Context: an optimization exercise on an open-source flow, tuned for small area and few clock cycles. The choices shown serve that exercise and are no tape-out recipe. Function was checked by simulation only, so behaviour that the tests miss may differ from the original. No activity file was given, so power comes from the tool's default toggle rates.

[flow/config.mk]
export PLATFORM = sky130hd
export DESIGN_NAME = nonogram_solver
export DESIGN_NICKNAME = nonogram_solver
export VERILOG_FILES = /design/flow/design.v
export SDC_FILE = /design/flow/constraint.sdc
export NUM_CORES = 4
export LEC_CHECK = 0
export CAP_MARGIN = 20
export CORE_MARGIN = 2
export CORE_UTILIZATION = 75
export SLEW_MARGIN = 20
export SYNTH_HIERARCHICAL = 1
[flow/constraint.sdc]
create_clock -name core_clock -period 10.0 [get_ports {clk}]
set_input_delay 2.0000 -clock core_clock [delete_from_list [all_inputs] [get_ports {clk}]]
set_output_delay 2.0000 -clock core_clock [all_outputs]
set_load 0.01 [all_outputs]
[flow/design.v]
package nonogram_pkg;
    localparam int MAX_DIM    = 8;
    localparam int NUM_LINES  = 2 * MAX_DIM;     
    localparam int LINE_IDX_W = 4;
    localparam int DIM_W      = 4;               
    typedef logic [MAX_DIM-1:0] pattern_t;
    typedef logic [LINE_IDX_W-1:0] line_idx_t;
    typedef logic [MAX_DIM*MAX_DIM-1:0] board_t;
    typedef struct packed {
        pattern_t known;
        pattern_t assigned;
    } line_view_t;
    typedef struct packed {
        line_idx_t line;
        pattern_t  ones;     
        pattern_t  zeros;    
    } line_update_t;
endpackage
module line_decode (
    input  logic [3:0] num_rows,
    input  logic [3:0] num_cols,
    input  logic [3:0] line,
    output logic       is_row,
    output logic [7:0] rsel,       
    output logic [7:0] csel,       
    output logic [7:0] row_act,
    output logic [7:0] col_act
);
    logic [3:0] col_idx;
    assign is_row  = line < num_rows;
    assign col_idx = line - num_rows;
    always_comb begin
        for (int i = 0; i < 8; i++) begin
            row_act[i] = num_rows > i;
            col_act[i] = num_cols > i;
            rsel[i]    = is_row && line[2:0] == i;
            csel[i]    = !is_row && col_act[i] && col_idx == i;
        end
    end
endmodule
module board_view (
    input  logic [7:0]  rsel,
    input  logic [7:0]  csel,
    input  logic [63:0] known,
    input  logic [63:0] assigned,
    output logic [7:0]  vk,
    output logic [7:0]  va
);
    always_comb begin
        for (int i = 0; i < 8; i++) begin
            vk[i] = 1'b0;
            va[i] = 1'b0;
            for (int j = 0; j < 8; j++) begin
                vk[i] = vk[i] | (rsel[j] & known[j*8 + i])    | (csel[j] & known[i*8 + j]);
                va[i] = va[i] | (rsel[j] & assigned[j*8 + i]) | (csel[j] & assigned[i*8 + j]);
            end
        end
    end
endmodule
module board_cells (
    input  logic        clk,
    input  logic        clr,
    input  logic [7:0]  rsel,
    input  logic [7:0]  csel,
    input  logic [7:0]  det,
    input  logic [7:0]  one,
    output logic [63:0] known,
    output logic [63:0] assigned
);
    always_ff @(posedge clk) begin
        for (int r = 0; r < 8; r++) begin
            for (int c = 0; c < 8; c++) begin
                logic hit;
                logic v;
                hit = (rsel[r] & det[c]) | (csel[c] & det[r]);
                v   = (rsel[r] & one[c]) | (csel[c] & one[r]);
                known[r*8 + c]    <= (known[r*8 + c] & !clr) | hit;
                assigned[r*8 + c] <= v | (assigned[r*8 + c] & !clr & !hit);
            end
        end
    end
endmodule
module board_complete (
    input  logic [7:0]  row_act,
    input  logic [7:0]  col_act,
    input  logic [63:0] known,
    output logic        complete
);
    logic [7:0] row_done;
    always_comb begin
        for (int r = 0; r < 8; r++) begin
            row_done[r] = 1'b1;
            for (int c = 0; c < 8; c++) begin
                row_done[r] = row_done[r] & (known[r*8 + c] | !col_act[c]);
            end
        end
    end
    assign complete = &(row_done | ~row_act);
endmodule
module board_state (
    input  logic          clk,
    input  logic          clr,
    input  logic [3:0]    num_rows,
    input  logic [3:0]    num_cols,
    input  logic [3:0]    line,
    input  logic [7:0]    det,
    input  logic [7:0]    one,
    output logic          is_row,
    output logic [7:0]    row_act,
    output logic [7:0]    col_act,
    output logic [7:0]    vk,
    output logic [7:0]    va,
    output logic [63:0]   known,
    output logic [63:0]   assigned,
    output logic          complete
);
    logic [7:0] rsel;
    logic [7:0] csel;
    line_decode u_decode (
        .num_rows (num_rows),
        .num_cols (num_cols),
        .line     (line),
        .is_row   (is_row),
        .rsel     (rsel),
        .csel     (csel),
        .row_act  (row_act),
        .col_act  (col_act)
    );
    board_view u_view (
        .rsel     (rsel),
        .csel     (csel),
        .known    (known),
        .assigned (assigned),
        .vk       (vk),
        .va       (va)
    );
    board_cells u_cells (
        .clk      (clk),
        .clr      (clr),
        .rsel     (rsel),
        .csel     (csel),
        .det      (det),
        .one      (one),
        .known    (known),
        .assigned (assigned)
    );
    board_complete u_complete (
        .row_act  (row_act),
        .col_act  (col_act),
        .known    (known),
        .complete (complete)
    );
endmodule
module count_table (
    input  logic          clk,
    input  logic          start,
    input  logic [111:0]  counts,
    input  logic [3:0]    line,
    input  logic          dec,
    output logic [6:0]    count
);
    logic [15:0][6:0] tab;
    logic [6:0]       wd;
    logic [15:0]      en;
    assign count = tab[line];
    assign wd    = count - 1'b1;
    always_comb begin
        for (int i = 0; i < 16; i++) begin
            en[i] = start || (dec && line == i);
        end
    end
    always_ff @(posedge clk) begin
        for (int i = 0; i < 16; i++) begin
            if (en[i]) begin
                tab[i] <= start ? counts[i*7 +: 7] : wd;
            end
        end
    end
endmodule
module line_fold (
    input  logic       clk,
    input  logic       rst,
    input  logic       take,       
    input  logic       is_hdr,     
    input  logic       fold,       
    input  logic       last,       
    input  logic [7:0] word,
    input  logic       is_row,
    input  logic [7:0] row_act,
    input  logic [7:0] col_act,
    output logic [7:0] det,        
    output logic [7:0] one         
);
    logic [7:0] ones_acc;
    logic [7:0] zeros_acc;
    logic [7:0] ones_new;
    logic [7:0] zeros_new;
    logic [7:0] len_mask;
    assign ones_new  = ones_acc  & (fold ? word  : 8'hff);
    assign zeros_new = zeros_acc & (fold ? ~word : 8'hff);
    assign len_mask  = {8{last && !rst}} & (is_row ? col_act : row_act);
    assign det       = (ones_new ^ zeros_new) & len_mask;
    assign one       = ones_new & ~zeros_new & len_mask;
    always_ff @(posedge clk) begin
        if (take) begin
            if (is_hdr) begin
                ones_acc  <= '1;
                zeros_acc <= '1;
            end else begin
                ones_acc  <= ones_new;
                zeros_acc <= zeros_new;
            end
        end
    end
endmodule
module nonogram_solver (
    input  logic          clk,
    input  logic          rst,
    input  logic          start,
    input  logic [3:0]    num_rows,
    input  logic [3:0]    num_cols,
    input  logic [111:0]  counts,        
    input  logic [7:0]    in_word,
    input  logic          in_valid,
    output logic          in_ready,
    output logic [7:0]    out_word,
    output logic          out_valid,
    input  logic          out_ready,
    output logic [63:0]   known,
    output logic [63:0]   assigned,
    output logic          solved
);
    logic        run;         
    logic        fresh;       
    logic [6:0]  left;        
    logic [3:0]  cur_line;
    logic [6:0]  ct_rd;
    logic [6:0]  rem;
    logic        is_hdr;
    logic        sgl;
    logic        complete;
    logic        stop;
    logic        in_fire;
    logic        clash;
    logic        fold;
    logic        keep;
    logic        last;
    logic        push;
    logic [7:0]  vk;
    logic [7:0]  va;
    assign rem    = fresh ? ct_rd : left;
    assign is_hdr = (rem == '0);
    assign sgl    = fresh && (ct_rd == 1);
    assign stop     = is_hdr && complete;
    assign solved   = run && stop;
    assign in_ready = run && !start && !stop && (!out_valid || out_ready);
    assign in_fire  = in_valid && in_ready;
    assign clash = |((in_word ^ va) & vk);
    assign fold  = sgl || !clash;
    assign keep  = !sgl && !clash;
    assign last  = in_fire && !is_hdr && (rem == 1);
    assign push  = in_fire && (is_hdr || keep);
    logic       is_row;
    logic [7:0] row_act;
    logic [7:0] col_act;
    logic [7:0] det;
    logic [7:0] one;
    line_fold u_fold (
        .clk     (clk),
        .rst     (rst),
        .take    (in_fire),
        .is_hdr  (is_hdr),
        .fold    (fold),
        .last    (last),
        .word    (in_word),
        .is_row  (is_row),
        .row_act (row_act),
        .col_act (col_act),
        .det     (det),
        .one     (one)
    );
    always_ff @(posedge clk) begin
        if (rst) begin
            run       <= 1'b0;
            out_valid <= 1'b0;
        end else begin
            if (start) begin
                run <= 1'b1;
            end
            if (push) begin
                out_valid <= 1'b1;
            end else if (out_ready) begin
                out_valid <= 1'b0;
            end
        end
        if (push) begin
            out_word <= in_word;
        end
        if (start) begin
            fresh <= 1'b0;
            left  <= '0;
        end else if (in_fire) begin
            fresh <= is_hdr;
            if (!is_hdr) begin
                left <= rem - 1'b1;
            end
        end
        if (in_fire) begin
            if (is_hdr) begin
                cur_line  <= in_word[3:0];
            end
        end
    end
    count_table u_counts (
        .clk    (clk),
        .start  (start),
        .counts (counts),
        .line   (cur_line),
        .dec    (in_fire && !is_hdr && !keep),
        .count  (ct_rd)
    );
    board_state u_board (
        .clk      (clk),
        .clr      (rst || start),
        .num_rows (num_rows),
        .num_cols (num_cols),
        .line     (cur_line),
        .det      (det),
        .one      (one),
        .is_row   (is_row),
        .row_act  (row_act),
        .col_act  (col_act),
        .vk       (vk),
        .va       (va),
        .known    (known),
        .assigned (assigned),
        .complete (complete)
    );
endmodule
[flow/flow/run.sh]
#!/bin/bash
# The standard layout with three changes: the smallest buffer on every input
# and output port; logic gates that synthesis sized up swapped back to their
# smallest size before placement (downsize.tcl), leaving placement's repair to
# size up what the layout needs; and a clock tree of small buffers in small
# clusters without dummy loads.
set -euo pipefail
export BUFFER_PORTS_ARGS="-buffer_cell sky130_fd_sc_hd__buf_1"
export CTS_ARGS="-sink_clustering_enable -repair_clock_nets -dont_use_dummy_load -buf_list sky130_fd_sc_hd__clkbuf_4 -sink_clustering_size 9 -sink_clustering_max_diameter 45"
bash standard.sh floorplan > standard_floorplan.log 2>&1
RES=orfs/results/$FLOW_PLATFORM/nonogram_solver/base PLATFORM_DIR=$FLOW_HOME/platforms/$FLOW_PLATFORM \
    openroad -no_init -exit flow/downsize.tcl > downsize.log 2>&1
bash standard.sh finish > standard.log 2>&1
[flow/flow/downsize.tcl]
# Swap every logic gate that synthesis sized up for the weakest cell with the
# same function and pins, where that cell is smaller; placement's repair then
# sizes up only what the layout needs. Flip-flops, buffers and inverters are
# left alone.
set res $::env(RES)
read_liberty $::env(PLATFORM_DIR)/lib/sky130_fd_sc_hd__tt_025C_1v80.lib
read_db $res/2_floorplan.odb
set n 0
foreach inst [get_cells *] {
  set m [get_property $inst ref_name]
  if {![regexp {^(sky130_fd_sc_hd__([a-z0-9]+))_([0-9]+)$} $m -> base func drive]} { continue }
  if {$drive <= 1} { continue }
  if {[regexp {^(buf|clkbuf|inv|clkinv|bufinv|dfxtp|edfxtp|dfrtp|dfstp|dfbbp|dfxbp|sdf|sedf|dlx|dlclkp|conb|tap|fill|decap|diode|clkdly|dlygate|dlymetal)} $func]} { continue }
  foreach d {1 0} {
    set cand [get_lib_cells -quiet ${base}_$d]
    if {[llength $cand] && [get_property $cand area] < [get_property [get_lib_cells $m] area]} {
      replace_cell $inst $cand
      incr n
      break
    }
  }
}
puts "downsized $n gates"
write_db $res/2_floorplan.odb
[flow/standard.sh]
#!/bin/bash
# synth_recipe.tcl (not shown) runs the flow's synth.tcl, then flattens the netlist and writes it again
# the make line also repeats each setting of config.mk as NAME=value (left out here)
make -C /OpenROAD-flow-scripts/flow DESIGN_CONFIG=/design/flow/config.mk WORK_HOME=/design/flow/orfs CLKGATE_MAP_FILE= SYNTH_SCRIPT=/design/flow/synth_recipe.tcl "${@:-finish}"
==> impl_metrics.tcl, run 1 <==
set metrics [dict create \
    drv_slew 0 \
    internal_power_uw 1560 \
    gp_congestion 1.10 \
    rsz0062_at_grt "false" \
    wl_met3_um 11800 \
    critPathRequiredTime_ns 10.49 \
    pwr-share-clk 0.257 \
    top_layer "met5" \
    antenna_found_initial 7 \
    ys_ff_latch 278 \
    hpwl_um 40700 \
    drt_pass1_iterations 13 \
    crit_path_start_kind "input port" \
    stdcell_area_um2 16600 \
    path_depth 21 \
    min_period_ns 7.72 \
    grtUsageTotal 0.567 \
    cts_resized 0 \
    layout.nets 1859 \
    clock_path_buffers 3 \
    timing.rr.end "u_board.u_cells.assigned[47]" \
    synth_seq_area_share 0.452 \
    synth_top_area_cell "edfxtp_1" \
    ant_nets 0 \
    cp_num_buf_inv 3 \
    period_share 0.772 \
    core_um2 20200 \
    synth_edf_count 140 \
    p_per_area_nw_per_um2 133 \
    die_y_um 147 \
    hold_buffers 0 \
    synthTopCellsByArea "edfxtp_1 (27%), dfxtp_1 (18%), a22oi_1 (7.0%)" \
    chipWidth_um 147 \
    cts_tree "built" \
    grt_max_degree 91 \
    path_max_fanout 32 \
    max_slew_margin 0.0621 \
    grt_pass1_wl_um 92000 \
    critPathMaxStageDelay_ns 0.87 \
    syn_nets 1635 \
    io-pin-count 272 \
    clock_latency_ns 0.74 \
    post_dp_cell_area_um2 16300 \
    reg2reg_from "cur_line[0]" \
    syn_avg_cell_area_um2 10.4 \
    cp_cell_sequence "buf_1 > inv_1 > ha_1 > a21o_1 > a31oi_1 > xnor2_1 > nor4b_2 > buf_4 > a22o_1 > a221oi_1 > nand4_1 > xor2_1 > a22oi_1 > and4_1 > nand2b_1 > nand2b_1 > and2_1 > ha_1 > nor3_2 > a22oi_1 > a31o_1" \
    routed_wl_um 64900 \
    synth_top_area_frac 0.273 \
    p_comb_frac 0.155 \
    endpoint_kind "register" \
    fmaxAchievable_ghz 0.130 \
    p_switching_uw 645 \
    portBuffers 271 \
    ys_top_cells_by_count "a22oi_1 (144), edfxtp_1 (140), dfxtp_1 (138), inv_1 (111), o21ai_0 (99)" \
    cts_root_buf "clkbuf_4" \
    drtIter0Drc 3263 \
    syn_area_um2 15400 \
    critPathLaunch "num_rows[2]" \
    crit_end "u_board.u_cells.assigned[47]" \
    grt_remaining_overflow 0 \
    fin_worst_skew_ns 0.142 \
    r2r_cells 21 \
    yosysWarnings 13 \
    postCtsSetupBuffers 0 \
    post_drt_wl_per_cell_um 32.8 \
    drive_above_1_share 0.100 \
    p_seq_frac 0.588 \
    path_delay_family "simple AND/OR/NAND/NOR gates" \
    p_leak_uw 0.00578 \
    synth_most_common_cell "a22oi_1" \
    status "no timing/DRC/antenna violations" \
    hold_viol_final 0 \
    met1_length_um 18800 \
    wl_met2_um 26600 \
    row_count 52 \
    worstSetupPathType "input port to register" \
    vias_per_cell 8.15 \
    start_util 0.762 \
    area_growth_pct 7.43 \
    final-setup-viol-count 0 \
    worst_pin_slew_ns 1.40 \
    clkTransAtPathRegs_ns 0.10 \
    vias 16129 \
    fillers 1127 \
    cts_made_buffers 38 \
    synthFlopType "edfxtp_1" \
    irDropWorstVdd_uv 112 \
    cts.sinks 278 \
    drv_cap 0 \
    drc 0 \
    htreeDepth 2 \
    cp.arrival_ns 8.21 \
    grt_pass1_vias 15301 \
    setup-tns-final_ns 0 \
    hold_path_class "register to register" \
    synth_cell_types 71 \
    synthArstFlopShare 0 \
    cpMaxStageDelayCell "xnor2_1" \
    reg2reg_slack_ns 2.74 \
    dieArea_um2 21700 \
    netlist_instances 1485 \
    sw_frac_of_total 0.293 \
]
==> cell usage in the layout (no fill, tap or decap), types with 10 or more instances in the layout <==
master / count
nor3_1: 11
mux4_2: 31
a31oi_1: 19
mux2i_1: 16
inv_1: 111
o31ai_1: 19
a21oi_1: 27
nand2_1: 80
edfxtp_1: 140
a31o_1: 56
nor2_1: 36
ha_1: 16
buf_1: 270
and4_1: 17
a31o_2: 10
a22o_1: 76
nand2b_1: 15
buf_4: 44
o22ai_1: 33
a22oi_1: 144
nand4_1: 20
o21ai_0: 92
dfxtp_1: 138
o21ai_1: 12
and2_1: 11
clkbuf_4: 40
nand3_1: 26
a221oi_1: 32
a21o_1: 53
==> registers in the layout, summed over array words and instances (netlist names), 4 cells and up <==
| register | cells |
|---|---|
| u_fold.zeros_acc | 8 |
| u_fold.ones_acc | 8 |
| u_board.u_cells.known | 64 |
| left | 7 |
| u_counts.tab | 112 |
| out_word | 8 |
| u_board.u_cells.assigned | 64 |
| cur_line | 4 |
==> per-stage QoR <==
stage / hold WS, ns / total power, uW / worst slack (ns) / utilization / std cells
after floorplan: 0.447 / 1520 / 2.98 / - / 1485
after global placement: 0.460 / 1590 / 2.12 / 0.803 / 1938
after detailed placement: 0.481 / 1610 / 1.87 / 0.803 / 1938
after CTS: 0.498 / 2140 / 2.49 / 0.817 / 1976
after global routing: 0.522 / 2240 / 2.02 / 0.819 / 1978
final: 0.493 / 2200 / 2.28 / 0.819 / 1979
==> per-module statistics from Yosys, one instance, submodules excluded, a selection <==
module	flip-flops and latches	times used	cell area, um2
board_complete	0	1	317
count_table	112	1	5850
nonogram_solver	22	1	1250
board_view	0	1	1390
line_decode	0	1	462
board_cells	128	1	5050
line_fold	16	1	1110
==> worst reg2reg max path: cells and delay by family (launching register included) <==
family,cells,cell delay (ns)
and+or+nand+nor,7,2.32
adders and majority gates,2,0.59
DFF,1,0.35
AOI/OAI and AO/OA,6,1.54
buffers and inverters,4,1.31
xor gates and xnor gates,2,1.05
==> cells by family after synthesis <==
logic type	count (synthesis)	share of synthesized area
mux	47	0.0557
buf+inv	252	0.0819
flops	278	0.452
xor+xnor	14	0.00844
compound gates	603	0.291
fa+ha+maj	17	0.0143
simple gates	274	0.0967
==> final cells by class <==
class	count	area, um2	share of cell area
flip-flops and latches	278	6970	0.420
multi-input cells	955	7160	0.432
inverters	120	450	0.0272
diodes	2	5.00	0.000302
clock buffers	38	285	0.0172
well taps	270	338	0.0204
repair buffers	316	1360	0.0820
==> power groups by stage <==
stage / combinational (uW) / sequential [uW] / clock [uW]
floorplan: 225 / 1300 / 0
global placement: 292 / 1300 / 0
detailed placement: 306 / 1310 / 0
CTS: 315 / 1290 / 540
global route: 353 / 1300 / 587
finish: 341 / 1300 / 565
==> worst min-delay path by stage <==
stage                     endpoint  slack (ns)    start  cells past startpoint
after floorplan                run        0.45      run                      2
after global placement         run        0.46      run                      2
final                      left[6]        0.49  left[6]                      2
after global routing       left[6]        0.52  left[6]                      2
after CTS                  left[6]        0.50  left[6]                      2
after detailed placement   left[6]        0.48  left[6]                      2
==> metal layers <==
metal,GRT usage,vias up
met3,0.225,722
met4,0.475,8
li1,-,6177
met5,0,-
met1,0.659,7113
met2,0.825,2109
Testbench counts, summed over its fixed seeds: cycles 95,857.
==> run 2, diff against run 1 <==
--- a/flow/config.mk
+++ b/flow/config.mk
@@ -9,3 +9,3 @@
 export CORE_MARGIN = 2
-export CORE_UTILIZATION = 75
+export CORE_UTILIZATION = 67
 export SLEW_MARGIN = 20
==> run 2 against run 1 <==
Compared with the run above:
- worst hold slack gained 0.0058 ns
- core utilization shrank 8.4 points
- die area grew 12%
- worst setup slack got worse by 0.13 ns
- register-to-register slack lost 0.12 ns
- global-route usage decreased by 10 points
- sequential cell count did not move
- cell area grew 0.37%
- critical path depth rose by 2
- critical endpoint is now u_board.u_cells.assigned[54]
==> impl_metrics.tcl, run 2 <==
set metrics [dict create \
    status "no timing/DRC/antenna violations" \
    sw_frac_of_total 0.273 \
    drv_slew 0 \
    synthTopCellsByArea "edfxtp_1 (27%), dfxtp_1 (18%), a22oi_1 (7.0%)" \
    cts_resized 0 \
    die_y_um 156 \
    critPathRequiredTime_ns 10.57 \
    synth_top_area_cell "edfxtp_1" \
    drtIter0Drc 1999 \
    p_seq_frac 0.595 \
    io-pin-count 272 \
    cp_cell_sequence "buf_1 > ha_1 > inv_1 > fa_1 > a21o_1 > a21oi_1 > buf_4 > nand2_1 > nor2_2 > buf_4 > a22oi_1 > and4_1 > nand4_1 > xor2_1 > a22oi_1 > and4_1 > nand2b_1 > nand2b_1 > and2_1 > ha_1 > nor3_2 > o21ai_0 > a31o_1" \
    postCtsSetupBuffers 0 \
    cts.sinks 278 \
    period_share 0.784 \
    setup-tns-final_ns 0 \
    cp.arrival_ns 8.41 \
    row_count 55 \
    rsz0062_at_grt "false" \
    p_total_uw 2150 \
    min_to "run" \
    grt_remaining_overflow 0 \
    p_per_area_nw_per_um2 129 \
    final-setup-viol-count 0 \
    worstSetupPathType "input port to register" \
    syn_area_um2 15400 \
    worst_pin_slew_ns 1.26 \
    endpoint_kind "register" \
    ys_ff_latch 278 \
    cts_tree "built" \
    ys_top_cells_by_count "a22oi_1 (144), edfxtp_1 (140), dfxtp_1 (138), inv_1 (111), o21ai_0 (99)" \
    p_leak_uw 0.00580 \
    clock_latency_ns 0.71 \
    dieArea_um2 24200 \
    clkTransAtPathRegs_ns 0.10 \
    p_switching_uw 588 \
    vias 14728 \
    cts_root_buf "clkbuf_4" \
    grtUsageTotal 0.464 \
    antenna_found_initial 2 \
    synthFlopType "edfxtp_1" \
    max_slew_margin 0.154 \
    hold_path_startpoint "run" \
    syn_nets 1635 \
    reg2reg_from "cur_line[0]" \
    area_growth_pct 7.83 \
    largest-register "u_counts.tab" \
    drv_cap 0 \
    pwr-share-clk 0.257 \
    fillers 1664 \
    gp_congestion 1.05 \
    path_max_fanout 20 \
    final_cell_mix "buf_1 (270), a22oi_1 (144), edfxtp_1 (140)" \
    hold_depth 2 \
    ant_nets 0 \
    synth_most_common_cell "a22oi_1" \
    post_drt_wl_per_cell_um 28.5 \
    reg2reg_slack_ns 2.62 \
    vias_per_cell 7.38 \
    clock_path_buffers 3 \
    hold_buffers 0 \
    internal_power_uw 1560 \
    chipWidth_um 156 \
    drt_pass1_iterations 6 \
    final_common_cell "buf_1" \
    synth_edf_count 140 \
    routed_wl_um 56900 \
    grt_pass1_wl_um 85100 \
    r2r_cells 24 \
    syn_avg_cell_area_um2 10.4 \
    fin_worst_skew_ns 0.106 \
    timing.rr.end "u_board.u_cells.assigned[54]" \
    fmaxAchievable_ghz 0.127 \
    netlist_instances 1485 \
    irDropWorstVdd_uv 129 \
    largest_register_ffs 112 \
    cts_made_buffers 40 \
    crit_path_start_kind "input port" \
    synthArstFlopShare 0 \
    yosysWarnings 13 \
    hold_path_class "register to register" \
    portBuffers 271 \
    cpMaxStageDelayCell "nor3_2" \
    hold_viol_final 0 \
    min_period_ns 7.84 \
    start_util 0.681 \
    core_um2 22600 \
    synth_top_area_frac 0.273 \
    layout.nets 1860 \
    grt_max_degree 118 \
    top_regs "u_counts.tab (112), u_board.u_cells.assigned (64), u_board.u_cells.known (64)" \
    grt_pass1_vias 14305 \
    drive_above_1_share 0.0995 \
    synth_cell_types 71 \
    hpwl_um 38600 \
    htreeDepth 2 \
    synth_seq_area_share 0.452 \
    critPathMaxStageDelay_ns 0.86 \
    p_comb_frac 0.147 \
    drc 0 \
]
[run 2: critical path: cells and delay by family]
kind,cells,cell delay (ns)
fa+ha+maj,3,0.92
simple gates,9,3.25
xor+xnor,1,0.08
buf+inv,4,0.87
compound gates,6,1.26
[run 2: final cells by class]
| class | instances | area, um2 | area share |
|---|---|---|---|
| Multi-Input combinational cell | 955 | 7180 | 0.432 |
| Sequential cell | 278 | 6970 | 0.419 |
| Timing Repair Buffer | 315 | 1370 | 0.0825 |
| Inverter | 120 | 450 | 0.0271 |
| Tap cell | 285 | 357 | 0.0214 |
| Clock buffer | 40 | 300 | 0.0181 |
| Antenna cell | 2 | 5.00 | 0.000301 |
[run 2: stage by stage]
step	std cells	setup WS (ns)	hold slack, ns	util	area (um2)
after floorplan	1485	2.98	0.447	-	15400
after global placement	1951	1.82	0.461	0.719	16300
after detailed placement	1951	1.80	0.481	0.719	16300
after CTS	1991	2.49	0.500	0.733	16600
after global routing	1995	1.95	0.532	0.735	16600
final	1995	2.16	0.499	0.735	16600
[run 2: power by group through the flow]
stage | clock network (uW) | registers (uW) | logic, uW
3_3_place_gp | 0 | 1300 | 296
6_report | 554 | 1280 | 318
4_1_cts | 555 | 1280 | 307
2_1_floorplan | 0 | 1300 | 225
5_1_grt | 595 | 1290 | 341
3_5_place_dp | 0 | 1310 | 304
[run 2: how the worst max path moves through the flow]
stage / start / end / slack, ns
CTS: num_rows[0] / u_board.u_cells.assigned[54] / 2.49
global placement: num_rows[0] / u_board.u_cells.assigned[37] / 1.82
finish: num_rows[0] / u_board.u_cells.assigned[54] / 2.16
detailed placement: num_rows[0] / u_board.u_cells.assigned[54] / 1.80
global route: num_rows[0] / u_board.u_cells.assigned[54] / 1.95
floorplan: num_rows[0] / u_board.u_cells.assigned[47] / 2.98
[run 2: kinds of logic after synthesis]
group                    count (synthesis)  synth area share
multiplexers                            47            0.0557
adder cells (fa/ha/maj)                 17            0.0143
flip-flops                             278             0.452
XOR/XNOR                                14           0.00844
buffers and inverters                  252            0.0819
AND/OR/NAND/NOR                        274            0.0967
AO/OA/AOI/OAI                          603             0.291
[run 2: per-module statistics from Yosys, one instance, submodules excluded, a selection]
module           times used  area (um2)
line_fold                 1        1110
count_table               1        5850
nonogram_solver           1        1250
board_cells               1        5050
line_decode               1         462
board_complete            1         317
board_view                1        1390
[run 2: metal layers]
metal | vias up | global-route usage | part of all wire
met2 | 1312 | 0.715 | 0.44
met5 | - | 0 | 0.00023
met4 | 2 | 0.304 | 0.079
met3 | 361 | 0.139 | 0.14
li1 | 6193 | - | -
met1 | 6860 | 0.570 | 0.34
==> run 3, diff against run 2 <==
--- a/flow/flow/run.sh
+++ b/flow/flow/run.sh
@@ -12,2 +12,4 @@
     openroad -no_init -exit flow/downsize.tcl > downsize.log 2>&1
+# From placement on, repair buffers nets with small buffers only.
+export DONT_USE_CELLS="sky130_fd_sc_hd__buf_4 sky130_fd_sc_hd__buf_6 sky130_fd_sc_hd__buf_8 sky130_fd_sc_hd__buf_12 sky130_fd_sc_hd__buf_16"
 bash standard.sh finish > standard.log 2>&1
--- a/flow/config.mk
+++ b/flow/config.mk
@@ -9,3 +9,3 @@
 export CORE_MARGIN = 2
-export CORE_UTILIZATION = 67
+export CORE_UTILIZATION = 60
 export SLEW_MARGIN = 20
==> run 3 against run 2 <==
Compared with the run above:
- worst hold slack worse by 0.018 ns
- total power increased by 0.35%
- maximum frequency up 6.1%
- cell count grew 2.5%
- worst setup slack improved by 0.45 ns
- synthesized cell count unchanged
- non-clock buffer count increased by 4
- routed wire length increased by 1.5%
- clock skew is 0.026 ns lower
- critical endpoint is now u_board.u_cells.assigned[61]
- largest power group unchanged
- highest routed layer is now met4
==> impl_metrics.tcl, run 3 <==
set metrics [dict create \
    post_drt_wl_per_cell_um 28.3 \
    max_slew_margin 0.206 \
    gp_congestion 1.02 \
    wl_met3_um 7460 \
    fin_cells 2044 \
    worstSetupPathType "input port to register" \
    grt_pass1_vias 13455 \
    final_common_cell "buf_1" \
    syn_nets 1635 \
    endpoint_kind "register" \
    synth_most_common_cell "a22oi_1" \
    reg2reg_slack_ns 3.35 \
    portBuffers 271 \
    sw_frac_of_total 0.276 \
    io-pin-count 272 \
    core_um2 25200 \
    cts_resized 0 \
    netlist_instances 1485 \
    fmaxAchievable_ghz 0.135 \
    post_dp_cell_area_um2 16400 \
    drtIter0Drc 2257 \
    crit_path_start_kind "input port" \
    stdcell_area_um2 16700 \
    ys_ff_latch 278 \
    synth_edf_count 140 \
    p_per_area_nw_per_um2 129 \
    path_max_fanout 32 \
    clock_latency_ns 0.70 \
    synth_top_area_frac 0.273 \
    ant_nets 0 \
    synth_seq_area_share 0.452 \
    postCtsSetupBuffers 0 \
    final_cell_mix "buf_1 (270), a22oi_1 (144), edfxtp_1 (140)" \
    synthFlopType "edfxtp_1" \
    htreeDepth 2 \
    period_share 0.739 \
    min_period_ns 7.39 \
    cts.sinks 278 \
    row_count 58 \
    status "no timing/DRC/antenna violations" \
    cts_tree "built" \
    top_layer "met4" \
    rsz0062_at_grt "false" \
    drive_above_1_share 0.102 \
    synth_top_area_cell "edfxtp_1" \
    irDropWorstVdd_uv 118 \
    drt_pass1_iterations 6 \
    wl_met2_um 25700 \
    largest_register_ffs 112 \
    hpwl_um 39600 \
    synth_cell_types 71 \
    die_y_um 164 \
    chipWidth_um 164 \
    p_switching_uw 595 \
    fillers 2102 \
    p_leak_uw 0.00584 \
    clkTransAtPathRegs_ns 0.07 \
    met1_length_um 20800 \
    antenna_found_initial 2 \
    largest-register "u_counts.tab" \
    vias 14547 \
    start_util 0.612 \
    drv_cap 0 \
    p_comb_frac 0.147 \
    critPathRequiredTime_ns 10.59 \
    fin_worst_skew_ns 0.0796 \
    syn_avg_cell_area_um2 10.4 \
    grt_pass1_wl_um 84700 \
    cp.arrival_ns 7.98 \
    setup-tns-final_ns 0 \
    clock_path_buffers 3 \
    drc 0 \
    internal_power_uw 1570 \
    cts_made_buffers 40 \
    top_regs "u_counts.tab (112), u_board.u_cells.assigned (64), u_board.u_cells.known (64)" \
    area_growth_pct 8.44 \
    grt_remaining_overflow 0 \
    multiInputGateArea_um2 7210 \
    final-setup-viol-count 0 \
    layout.nets 1864 \
    synthArstFlopShare 0 \
    grt_max_degree 108 \
    syn_area_um2 15400 \
    p_seq_frac 0.592 \
    dp_cells 2001 \
    hold_viol_final 0 \
    pwr-share-clk 0.261 \
    dieArea_um2 27000 \
    worst_pin_slew_ns 1.19 \
    grtUsageTotal 0.424 \
    cts_root_buf "clkbuf_4" \
    drv_slew 0 \
    hold_path_class "register to register" \
    yosysWarnings 13 \
    routed_wl_um 57800 \
    ys_top_cells_by_count "a22oi_1 (144), edfxtp_1 (140), dfxtp_1 (138), inv_1 (111), o21ai_0 (99)" \
    ff_latch_area_um2 6970 \
    synthTopCellsByArea "edfxtp_1 (27%), dfxtp_1 (18%), a22oi_1 (7.0%)" \
    hold_buffers 0 \
    vias_per_cell 7.12 \
]
-- run 3: cell type report --
type / count / share of cell area
Timing Repair Buffer: 319 / 0.0826
Inverter: 120 / 0.0269
Multi-Input combinational cell: 955 / 0.431
Clock buffer: 40 / 0.0180
Antenna cell: 2 / 0.000299
Tap cell: 330 / 0.0247
Sequential cell: 278 / 0.417
-- run 3: final timing paths --
path          startpoint                      endpoint  cells after the start
max reg2reg  cur_line[1]  u_board.u_cells.assigned[61]                     20
min                  run                           run                      2
min reg2reg          run                           run                      2
max          num_rows[2]  u_board.u_cells.assigned[61]                     21
-- run 3: metrics by stage --
step	utilization	hold slack, ns	total power, uW	setup WS [ns]
after floorplan	-	0.447	1520	2.98
after global placement	0.650	0.463	1610	1.98
after detailed placement	0.651	0.474	1610	1.86
after CTS	0.663	0.482	2160	2.52
after global routing	0.664	0.492	2240	2.43
final	0.664	0.481	2160	2.61
-- run 3: logic make-up after synthesis --
family,after synthesis,synth area share
flip-flops,278,0.452
adder cells (fa/ha/maj),17,0.0143
buffers and inverters,252,0.0819
AO/OA/AOI/OAI,603,0.291
AND/OR/NAND/NOR,274,0.0967
multiplexers,47,0.0557
XOR/XNOR,14,0.00844
-- run 3: per-module statistics from Yosys (local to each module, per instance), a selection --
module,cells,times used,area (um2)
count_table,451,1,5850
board_cells,497,1,5050
board_view,188,1,1390
nonogram_solver,125,1,1250
line_fold,103,1,1110
line_decode,70,1,462
board_complete,51,1,317
-- run 3: worst max-delay path, stage by stage --
cell	delay, ns
buf_1	0.10
inv_1	0.08
ha_1	0.38
a21o_1	0.15
a31oi_1	0.05
xnor2_1	0.87
nor3_2	0.11
buf_4	0.29
a22oi_1	0.54
and4_1	0.28
nand4_1	0.10
xor2_1	0.18
a22oi_1	0.18
and4_1	0.31
nand2b_1	0.53
nand2_1	0.14
nand2_1	0.11
ha_1	0.14
nor3b_4	0.95
a22o_1	0.30
a31o_1	0.11
-- run 3: layer usage --
layer | track usage | vias up
met2 | 0.655 | 1198
met5 | 0 | -
li1 | - | 6200
met4 | 0.234 | 0
met3 | 0.108 | 301
met1 | 0.545 | 6848
-- run 3: power by group through the flow --
stage          Combinational, uW  Clock, uW  Sequential [uW]
6_report                     317        564             1280
3_5_place_dp                 308          0             1310
3_3_place_gp                 304          0             1300
4_1_cts                      310        566             1280
5_1_grt                      341        611             1280
2_1_floorplan                225          0             1300
==> run 4, diff against run 3 <==
--- a/flow/flow/run.sh
+++ b/flow/flow/run.sh
@@ -8,3 +8,3 @@
 export BUFFER_PORTS_ARGS="-buffer_cell sky130_fd_sc_hd__buf_1"
-export CTS_ARGS="-sink_clustering_enable -repair_clock_nets -dont_use_dummy_load -buf_list sky130_fd_sc_hd__clkbuf_4 -sink_clustering_size 9 -sink_clustering_max_diameter 45"
+export CTS_ARGS="-sink_clustering_enable -repair_clock_nets -dont_use_dummy_load -buf_list sky130_fd_sc_hd__clkbuf_4 -sink_clustering_size 10 -sink_clustering_max_diameter 50"
 bash standard.sh floorplan > standard_floorplan.log 2>&1
@@ -12,4 +12,2 @@
     openroad -no_init -exit flow/downsize.tcl > downsize.log 2>&1
-# From placement on, repair buffers nets with small buffers only.
-export DONT_USE_CELLS="sky130_fd_sc_hd__buf_4 sky130_fd_sc_hd__buf_6 sky130_fd_sc_hd__buf_8 sky130_fd_sc_hd__buf_12 sky130_fd_sc_hd__buf_16"
 bash standard.sh finish > standard.log 2>&1
==> run 4 against run 3 <==
Compared with the run above:
- non-clock buffer count is the same
- cell area decreased by 0.16%
- clock power decreased by 3.9%
- combinational power is essentially flat
- register-to-register slack worse by 0.11 ns
- highest routed layer unchanged
- still clean on timing, DRC and antenna
- clock-buffer cell count is 4 lower
- sequential power about the same
- total power shrank 0.97%
- critical path type unchanged
==> impl_metrics.tcl, run 4 <==
set metrics [dict create \
    grtUsageTotal 0.422 \
    fillers 2097 \
    postCtsSetupBuffers 0 \
    drtIter0Drc 2114 \
    io-pin-count 272 \
    min_period_ns 7.53 \
    syn_area_um2 15400 \
    synth_cell_types 71 \
    crit_path_frequent_cell "a22oi_1" \
    antenna_found_initial 2 \
    period_share 0.753 \
    cts.sinks 278 \
    utilization 0.663 \
    muxShareOfSynthArea 0.0557 \
    synth_top_family_by_area "compound AO/OA/AOI/OAI gates" \
    multiInputGateArea_um2 7210 \
    routed_wl_um 57800 \
    syn_avg_cell_area_um2 10.4 \
    max_slew_margin 0.223 \
    crit_path_start_kind "input port" \
    htreeDepth 2 \
    core_um2 25200 \
    post_drt_wl_per_cell_um 28.3 \
    p_total_uw 2140 \
    grt_pass1_vias 13465 \
    row_count 58 \
    synth_top_area_frac 0.273 \
    internal_power_uw 1550 \
    synth_adder_area_share 0.0143 \
    grt_pass1_wl_um 84300 \
    p_seq_frac 0.598 \
    endpoint_kind "register" \
    dp_cells 2001 \
    critPathMaxStageDelay_ns 0.87 \
    hold_buffers 0 \
    fmaxAchievable_ghz 0.133 \
    layout.nets 1860 \
    drv_cap 0 \
    netlist_instances 1485 \
    vias_per_cell 7.14 \
    grt_remaining_overflow 0 \
    ff_latch_area_um2 6970 \
    hold_path_class "register to register" \
    drt_pass1_iterations 6 \
    synth_top_area_cell "edfxtp_1" \
    portBuffers 271 \
    yosysWarnings 13 \
    yosys.area_share.simple 0.0967 \
    fin_worst_skew_ns 0.0782 \
    cts_root_buf "clkbuf_4" \
    synth_edf_count 140 \
    p_comb_frac 0.149 \
    fin_cells 2039 \
    synth_seq_area_share 0.452 \
    hold_viol_final 0 \
    cpMaxStageDelayCell "xnor2_1" \
    gp_congestion 1.02 \
    cp.arrival_ns 8.09 \
    dieArea_um2 27000 \
    pwr-share-clk 0.253 \
    ant_nets 0 \
    p_per_area_nw_per_um2 128 \
    start_util 0.612 \
    clkTransAtPathRegs_ns 0.11 \
    grt_max_degree 108 \
    critPathRequiredTime_ns 10.56 \
    drive_above_1_share 0.100 \
    sw_frac_of_total 0.277 \
    chipWidth_um 164 \
    synth_most_common_cell "a22oi_1" \
    drv_slew 0 \
    drc 0 \
    cts_made_buffers 36 \
    cts_resized 0 \
    ys_ff_latch 278 \
    synth_compound_area_frac 0.291 \
    status "no timing/DRC/antenna violations" \
    top_regs "u_counts.tab (112), u_board.u_cells.assigned (64), u_board.u_cells.known (64)" \
    final_common_cell "buf_1" \
    irDropWorstVdd_uv 104 \
    synthFlopType "edfxtp_1" \
    synth-xor-area-share 0.00844 \
    cp_cell_sequence "buf_1 > inv_1 > ha_1 > a21o_1 > a31oi_1 > xnor2_1 > nor3_2 > buf_4 > a22oi_1 > and4_1 > nand4_1 > xor2_1 > a22oi_1 > and4_1 > nand2b_1 > nand2b_1 > and2_1 > ha_1 > nor3_4 > a22oi_1 > a31o_1" \
    largest_register_ffs 112 \
    syn_nets 1635 \
    p_leak_uw 0.00582 \
    setup-tns-final_ns 0 \
    synthArstFlopShare 0 \
    die_y_um 164 \
    largest-register "u_counts.tab" \
    rsz0062_at_grt "false" \
    path_max_fanout 32 \
    synthTopCellsByArea "edfxtp_1 (27%), dfxtp_1 (18%), a22oi_1 (7.0%)" \
    vias 14554 \
    cts_tree "built" \
    clock_path_buffers 3 \
    area_growth_pct 8.27 \
    worstSetupPathType "input port to register" \
    clock_latency_ns 0.69 \
    hpwl_um 39600 \
    final-setup-viol-count 0 \
    final_cell_mix "buf_1 (270), a22oi_1 (144), edfxtp_1 (140)" \
    ys_top_cells_by_count "a22oi_1 (144), edfxtp_1 (140), dfxtp_1 (138), inv_1 (111), o21ai_0 (99)" \
    worst_pin_slew_ns 1.16 \
    p_switching_uw 592 \
]
## run 4: area by class of cell
type	instances	area share
sequential	278	0.417
clock buffer	36	0.0162
timing repair buffer	319	0.0827
antenna	1	0.000150
tap	330	0.0247
multi-input combinational	955	0.432
inverter	120	0.0270
## run 4: final timing paths
check,startpoint,to,slack (ns),cells after the start
worst max-delay path,num_rows[2],u_board.u_cells.assigned[4],2.47,21
worst min-delay path,run,run,0.49,2
worst max register to register,cur_line[2],u_board.u_cells.assigned[4],3.24,19
worst min register to register,run,run,0.49,2
## run 4: logic make-up (layout without fill, tap and decap cells)
family                   Yosys count  in the layout
AO/OA/AOI/OAI                    603            603
XOR/XNOR                          14             14
adder cells (fa/ha/maj)           17             17
buffers and inverters            252            475
flip-flops                       278            278
multiplexers                      47             47
other                              0              1
AND/OR/NAND/NOR                  274            274
## run 4: per-module statistics from Yosys, one instance, submodules excluded, a selection
| module | times used | cells |
|---|---|---|
| count_table | 1 | 451 |
| board_cells | 1 | 497 |
| board_view | 1 | 188 |
| nonogram_solver | 1 | 125 |
| line_fold | 1 | 103 |
| line_decode | 1 | 70 |
| board_complete | 1 | 51 |
## run 4: worst max-delay path: cells and delay by family
kind / cells / cell delay, ns
compound gates: 6 / 1.44
fa+ha+maj: 2 / 0.71
xor+xnor: 2 / 1.05
simple gates: 8 / 2.33
buf+inv: 3 / 0.48
## run 4: routing by layer
| metal | track usage | wire (um) |
|---|---|---|
| met1 | 0.544 | 20700 |
| met2 | 0.652 | 25800 |
| met3 | 0.105 | 7460 |
| met4 | 0.234 | 3830 |
| met5 | 0 | 0 |
## run 4: per-stage QoR
stage                     worst slack [ns]  cell area, um2  hold WS, ns
after floorplan                       2.98           15400        0.447
after global placement                1.98           16400        0.463
after detailed placement              1.86           16400        0.474
after CTS                             2.51           16700        0.491
after global routing                  2.32           16700        0.500
final                                 2.47           16700        0.495
## run 4: power groups by stage
stage	sequential [uW]	clock [uW]	combinational (uW)
3_5_place_dp	1310	0	308
2_1_floorplan	1300	0	225
6_report	1280	542	319
4_1_cts	1280	540	310
3_3_place_gp	1300	0	304
5_1_grt	1280	586	342

-- afterwards: timing with drivers on the ports --
Ports are ideal in the flow. The routed layouts listed here were re-timed in OpenROAD. Step 1 (the two cells are an assumption about what drives the block):
set clk [get_ports {clk}]
set_driving_cell -lib_cell sky130_fd_sc_hd__clkbuf_16 $clk
set_driving_cell -lib_cell sky130_fd_sc_hd__buf_2 [delete_from_list [all_inputs] $clk]
Step 2 also shifts input and output timing later by t, the mid clock arrival at the registers, as if the neighbouring blocks saw the same clock. Three values: ideal ports, drivers, drivers and shift; two values: the first two.
run | t (ns) | setup WS [ns] | slew at the worst register clock pin (ns) | cell pins on the clock port's net
run 1 | 0.720 | 2.282 / 2.307 / 1.587 | 0.12 / 0.12 | 1
run 2 | 0.701 | 2.156 / 2.177 / 1.477 | 0.10 / 0.10 | 1
run 3 | 0.704 | 2.607 / 2.632 / 1.928 | 0.10 / 0.10 | 1
run 4 | 0.702 | 2.471 / 2.495 / 1.793 | 0.11 / 0.11 | 1
After both steps every run listed still meets setup and hold. For run 1, which loses most, drivers alone change the setup slack by +0.025 ns; drivers and shift together by -0.695 ns.
